Background: an optimization exercise with open tools, aiming at small area and a short achievable clock period. Do not read the settings as production practice.
The RTL was checked by simulation tests, not by an equivalence proof against the original design.
Power is estimated from default activity; no workload was simulated.

--- design.v ---
`default_nettype none
module data_mem_ctl #(
  parameter int DW       = 8,
  parameter int AW       = 8,
  parameter int DEPTH    = 256,
  parameter int RDW_MODE = 0,
  parameter int CLEAR_EN = 1
) (
  input  logic          CLK,
  input  logic          Reset_n,
  input  logic [AW-1:0] DataAddress,
  input  logic          ReadMem,
  input  logic          WriteMem,
  input  logic [DW-1:0] DataIn,
  output logic [DW-1:0] DataOut,
  output logic          RdValid,
  output logic          Ready,
  output logic          AddrErr
);
  localparam int CW  = (DEPTH > 1) ? $clog2(DEPTH) : 1;
  localparam int AW1 = AW + 1;
  localparam logic [CW-1:0] C_CLR_LAST = CW'(DEPTH - 1);
  localparam logic [AW:0]   C_DEPTH    = AW1'(DEPTH);
  typedef enum logic {S_CLEAR = 1'b0, S_RUN = 1'b1} state_t;
  localparam logic   C_RESET_STATE = (CLEAR_EN != 0) ? 1'b0 : 1'b1;
  logic [DW-1:0] mem [DEPTH];
  state_t        state_q, state_d;
  logic [CW-1:0] clr_cnt_q, clr_cnt_d;
  logic          ready_q;
  logic [DW-1:0] dout_q;
  logic          rd_valid_q;
  logic          addr_err_q;
  logic          w_in_range;
  logic          w_rd_req;
  logic          w_wr_req;
  logic          w_wr_en;
  logic [CW-1:0] w_idx;
  logic [DW-1:0] w_rd_data;
  assign w_in_range = ({1'b0, DataAddress} < C_DEPTH);
  assign w_rd_req   = ready_q & ReadMem;
  assign w_wr_req   = ready_q & WriteMem;
  assign w_wr_en    = w_wr_req & w_in_range;
  assign w_idx      = DataAddress[CW-1:0];
  always_comb begin
    w_rd_data = '0;
    if (w_in_range) begin
      if ((RDW_MODE != 0) && w_wr_req) w_rd_data = DataIn;
      else                             w_rd_data = mem[w_idx];
    end
  end
  always_comb begin
    state_d   = state_q;
    clr_cnt_d = clr_cnt_q;
    case (state_q)
      S_CLEAR: begin
        if (clr_cnt_q == C_CLR_LAST) state_d = S_RUN;
        else                         clr_cnt_d = clr_cnt_q + CW'(1);
      end
      S_RUN:   state_d = S_RUN;
      default: state_d = state_t'(C_RESET_STATE);
    endcase
  end
  always_ff @(posedge CLK) begin
    if (!Reset_n) begin
      state_q    <= state_t'(C_RESET_STATE);
      clr_cnt_q  <= '0;
      ready_q    <= 1'b0;
      dout_q     <= '0;
      rd_valid_q <= 1'b0;
      addr_err_q <= 1'b0;
    end else begin
      state_q    <= state_d;
      clr_cnt_q  <= clr_cnt_d;
      ready_q    <= (state_d == S_RUN);
      rd_valid_q <= w_rd_req;
      addr_err_q <= (w_rd_req | w_wr_req) & ~w_in_range;
      if (w_rd_req) dout_q <= w_rd_data;
    end
  end
  always_ff @(posedge CLK) begin
    if (Reset_n) begin
      if (state_q == S_CLEAR) mem[clr_cnt_q] <= '0;
      else if (w_wr_en)       mem[w_idx]     <= DataIn;
    end
  end
  assign DataOut = dout_q;
  assign RdValid = rd_valid_q;
  assign Ready   = ready_q;
  assign AddrErr = addr_err_q;
endmodule
`default_nettype wire
--- run.sh ---
#!/bin/bash
# synth_recipe.tcl (not shown) runs the flow's synth.tcl, then flattens the netlist and writes it again
# the make line also repeats each setting of config.mk as NAME=value (left out here)
make -C /OpenROAD-flow-scripts/flow DESIGN_CONFIG=/design/flow/config.mk WORK_HOME=/design/flow/orfs CLKGATE_MAP_FILE= SYNTH_SCRIPT=/design/flow/synth_recipe.tcl finish
--- config.mk ---
export PLATFORM = sky130hd
export DESIGN_NAME = data_mem_ctl
export DESIGN_NICKNAME = data_mem_ctl
export VERILOG_FILES = /design/flow/design.v
export SDC_FILE = /design/flow/constraint.sdc
export NUM_CORES = 4
export LEC_CHECK = 0
export CAP_MARGIN = 20
export CORE_MARGIN = 2
export CORE_UTILIZATION = 40
export SETUP_SLACK_MARGIN = 1.0
export SLEW_MARGIN = 20
--- constraint.sdc ---
create_clock -name core_clock -period 3.0 [get_ports {CLK}]
set_input_delay 0.6000 -clock core_clock [delete_from_list [all_inputs] [get_ports {CLK}]]
set_output_delay 0.6000 -clock core_clock [all_outputs]
set_load 0.01 [all_outputs]
==> flow_summary.json <==
{
  "hold_path.class": "primary input to flip-flop",
  "place_area_mm2": 0.0943,
  "cts-buffers-inserted": 203,
  "status": "complete, no violations",
  "cp-end-kind": "flip-flop",
  "via_per_inst": 5.66,
  "ios": 31,
  "antenna_left": 0,
  "grtUsageTotal_pct": 21.7,
  "antenna_found_initial": 2,
  "fmax_ghz": 0.426,
  "crit_path_start_kind": "primary input",
  "powerDensity_mw_per_mm2": 550,
  "htreeDepth": 4,
  "synth_area_per_cell_um2": 20.7,
  "skew_ns": 0.0311,
  "wire_per_inst_um": 29.5,
  "drv_cap": 0,
  "clk_path_buf_depth": 3,
  "combPwrFrac_pct": 4.7,
  "use_met1_pct": 29.6,
  "hold_violations": 0,
  "core_mm2": 0.200,
  "clkPwrFrac_pct": 42.1,
  "drc_errors": 0,
  "period_minus_slack_ns": 2.35,
  "synth_nets": 3925,
  "leakage_nw": 39.0,
  "dieHeight_um": 453,
  "hpwl_um": 146000,
  "ys_ff_latch": 2066,
  "synth_cell_types": 61,
  "rsz0062_at_grt": "true",
  "worstPathMaxFanout": 6,
  "drt_first_pass_iters": 5,
  "tritoncts": "yes",
  "use_met3_pct": 3.77,
  "async_reset_ff_share_pct": 0,
  "seqPwrFrac_pct": 53.2,
  "area_delta_synth_final_pct": 32.6,
  "row_count": 164,
  "grt_pass1_wl_um": 321000,
  "drt_wl_total_um": 229000,
  "finalNonFillerCells": 7738,
  "drive_above_1_share_pct": 43.2,
  "clock_sinks": 2066,
  "vias": 43800,
  "die_w_um": 453,
  "crit_slowest_cell": "nor4b_4",
  "path_buf_inv": 6,
  "tightest_slew_ns": 0.580,
  "dominantRegCellSynth": "edfxtp_1",
  "gp_routability_congestion": 0.882,
  "netSwitchingPower_mw": 12.3,
  "yosysWarningCount": 1,
  "antenna-diode-count": 0,
  "grt_pass1_vias": 44100,
  "switching_share_pct": 21.0,
  "synthCells": 3904,
  "grt_max_degree": 67,
  "nets": 4936,
  "arrival_ns": 3.15,
  "required_ns": 3.80,
  "critPathMaxStageDelay_ns": 0.53,
  "n_fill_cell": 15000,
  "overflow": 0,
  "slew_violations": 0,
  "grtUsageMet2_pct": 35.3,
  "stdcell_area_mm2": 0.107,
  "path_cells": "buf_6 > buf_12 > inv_2 > or3_1 > buf_4 > o22ai_1 > buf_4 > nor3_4 > a31oi_1 > buf_4 > nor4b_4 > a211o_1",
  "max-vdd-ir-drop_uv": 535,
  "synth_edf_count": 2048,
  "postCtsHoldBufs": 0,
  "setup_viol": 0,
  "port-buffer-count": 29,
  "cts-root-buf": "clkbuf_16",
  "insertion_delay_ns": 0.86,
  "path_common_cell": "buf_4",
  "fin_crit_sh_pct": 78.3,
  "final_util_pct": 53.5,
  "clk_pin_slew_ns": 0.07,
  "crit_type": "primary input to flip-flop",
  "p_int_mw": 46.4,
  "initial_core_util_pct": 40.3,
  "grt.busiest_layer": "met2",
  "cp_top_family": "simple AND/OR/NAND/NOR gates",
  "seq_area_frac_synth_pct": 76.7,
  "syn_area_mm2": 0.0806,
  "slew_headroom_pct": 61.2,
  "drtIter0Drc": 5002,
  "die_area_mm2": 0.205,
  "dp.cells": 7198
}
flip-flops by register name, indices dropped and copies added (netlist names):
signal / count
state_q: 1
mem: 2048
dout_q: 8
clr_cnt_q: 8
rd_valid_q: 1
worst register-to-register path, cell delays in order (launching register included):
cell and delay [ns]:
dfxtp_4 0.36, nand3_4 0.10, buf_6 0.14, buf_6 0.10
buf_6 0.09, nand3b_1 0.12, o31ai_4 0.09, buf_6 0.17
buf_6 0.11, nand3_4 0.18, buf_12 0.23, nor2_4 0.17
buf_12 0.14
per-stage QoR:
step	power (mW)	hold WS (ns)	worst slack, ns	setup TNS [ns]
4_1_cts	59.0	0.417	0.736	0
5_1_grt	60.3	0.447	0.664	0
3_3_place_gp	34.2	0.579	-0.731	-698.47
2_1_floorplan	33.1	0.508	0.234	0
3_5_place_dp	34.2	0.586	-0.734	-662.31
6_report	58.8	0.477	0.651	0
layer usage:
layer  vias to the layer above  routed length [µm]
li1                      18400                   -
met1                     23200               91700
met2                      1776              111000
met3                       416               16600
met4                         0                9320
met5                         -                   0
power by group through the flow:
stage          Clock [mW]  Sequential, mW  Combinational, mW
5_1_grt              26.2            31.2               2.86
3_3_place_gp            0            31.9               2.31
3_5_place_dp            0            31.9               2.31
2_1_floorplan           0            31.9               1.26
6_report             24.7            31.3               2.77
4_1_cts              25.2            31.3               2.59
Yosys cell counts, types with 8 or more instances:
library cell / n / area share, %
a211oi_1: 38 / 0.35
o21ai_0: 34 / 0.21
nand3_1: 48 / 0.30
and2_1: 21 / 0.16
buf_1: 22 / 0.10
nand2b_1: 12 / 0.093
mux4_2: 386 / 11
buf_2: 42 / 0.26
o22ai_1: 72 / 0.56
a22o_1: 24 / 0.26
a31oi_1: 21 / 0.16
edfxtp_1: 2048 / 76
or3_1: 8 / 0.062
a221oi_1: 18 / 0.20
nor4_1: 8 / 0.062
buf_12: 18 / 0.45
buf_4: 23 / 0.21
mux4_1: 31 / 1.0
mux2i_1: 219 / 2.7
nor3_1: 34 / 0.21
nand3b_1: 9 / 0.084
nand2_1: 97 / 0.45
o21ai_1: 12 / 0.074
a21oi_1: 24 / 0.15
a22oi_1: 104 / 0.97
nor2_1: 267 / 1.2
clkbuf_1: 100 / 0.47
o221ai_1: 25 / 0.27
dfxtp_1: 18 / 0.45
buf_6: 27 / 0.38
path summary, 6_finish.rpt:
path                     startpoint                endpoint  slack [ns]  cells past startpoint
max reg2reg      state_q$_SDFF_PN0_    mem[86][6]$_DFFE_PP_        0.70                     12
max                  DataAddress[2]  dout_q[7]$_SDFFE_PN0P_        0.65                     12
min                         Reset_n      state_q$_SDFF_PN0_        0.48                      3
min reg2reg  dout_q[1]$_SDFFE_PN0P_  dout_q[1]$_SDFFE_PN0P_        0.52                      1
layout by cell type (no fill, tap or decap), drive strengths merged, types with 38 or more instances in the layout:
cell | Yosys | final
nand3 | 48 | 48
a22oi | 104 | 104
o21ai | 46 | 46
a211oi | 38 | 38
mux4 | 417 | 417
clkbuf | 102 | 270
clkinv | 0 | 89
nor2 | 267 | 267
buf | 136 | 1009
edfxtp | 2048 | 2048
mux2i | 219 | 219
nand2 | 97 | 97
o22ai | 72 | 72
kinds of logic (layout without fill, tap and decap cells):
group | after synthesis | after routing | share of synthesized area, %
other | 1 | 1 | 0.00465
muxes | 638 | 638 | 14.5
xor gates and xnor gates | 6 | 6 | 0.0652
DFF | 2066 | 2066 | 76.7
and+or+nand+nor | 535 | 535 | 2.98
AOI/OAI and AO/OA | 414 | 414 | 3.70
adders and majority gates | 1 | 1 | 0.0155
buffers and inverters | 243 | 1421 | 1.98
repair_timing:
action | CTS | global route
cloned | 27 | 18
endpoints found under the setup margin | 4114 | 2418
gates resized for setup | 687 | 207
buffers inserted | 88 | 35
pin swaps | 176 | 137
cell type report:
| class | count | area (µm²) | area share (%) |
|---|---|---|---|
| Clock inverter | 118 | 1030 | 0.966 |
| Tap cell | 2656 | 3320 | 3.11 |
| Inverter | 5 | 26.3 | 0.0246 |
| Clock buffer | 254 | 5400 | 5.05 |
| Multi-Input combinational cell | 1595 | 20900 | 19.6 |
| Timing Repair Buffer | 1044 | 14300 | 13.4 |
| Sequential cell | 2066 | 61900 | 57.9 |

## afterwards: timing with drivers on the ports
The flow's constraints put no driver on any port. The routed layout listed below was extracted and timed again, unchanged, in two steps. Step 1 assumes that a clkbuf_16 drives the clock port and a buf_2 every other input. Step 2 adds t to the input delays and takes it off the output delays; t is the mean of the earliest and latest rising clock arrival at the registers after step 1. Input paths then give back, and output paths get back, about the clock's delay inside the block. a / b / c = ideal ports / drivers / drivers and shift; a / b = the first two.
t, ns: 0.935
setup slack, ns: 0.651 / 0.579 / -0.357
worst setup path at the end: input to register
Met with ideal ports but missed after step 2: setup timing in this run. For this run, drivers alone change the setup slack by -0.072 ns; drivers and shift together by -1.008 ns.
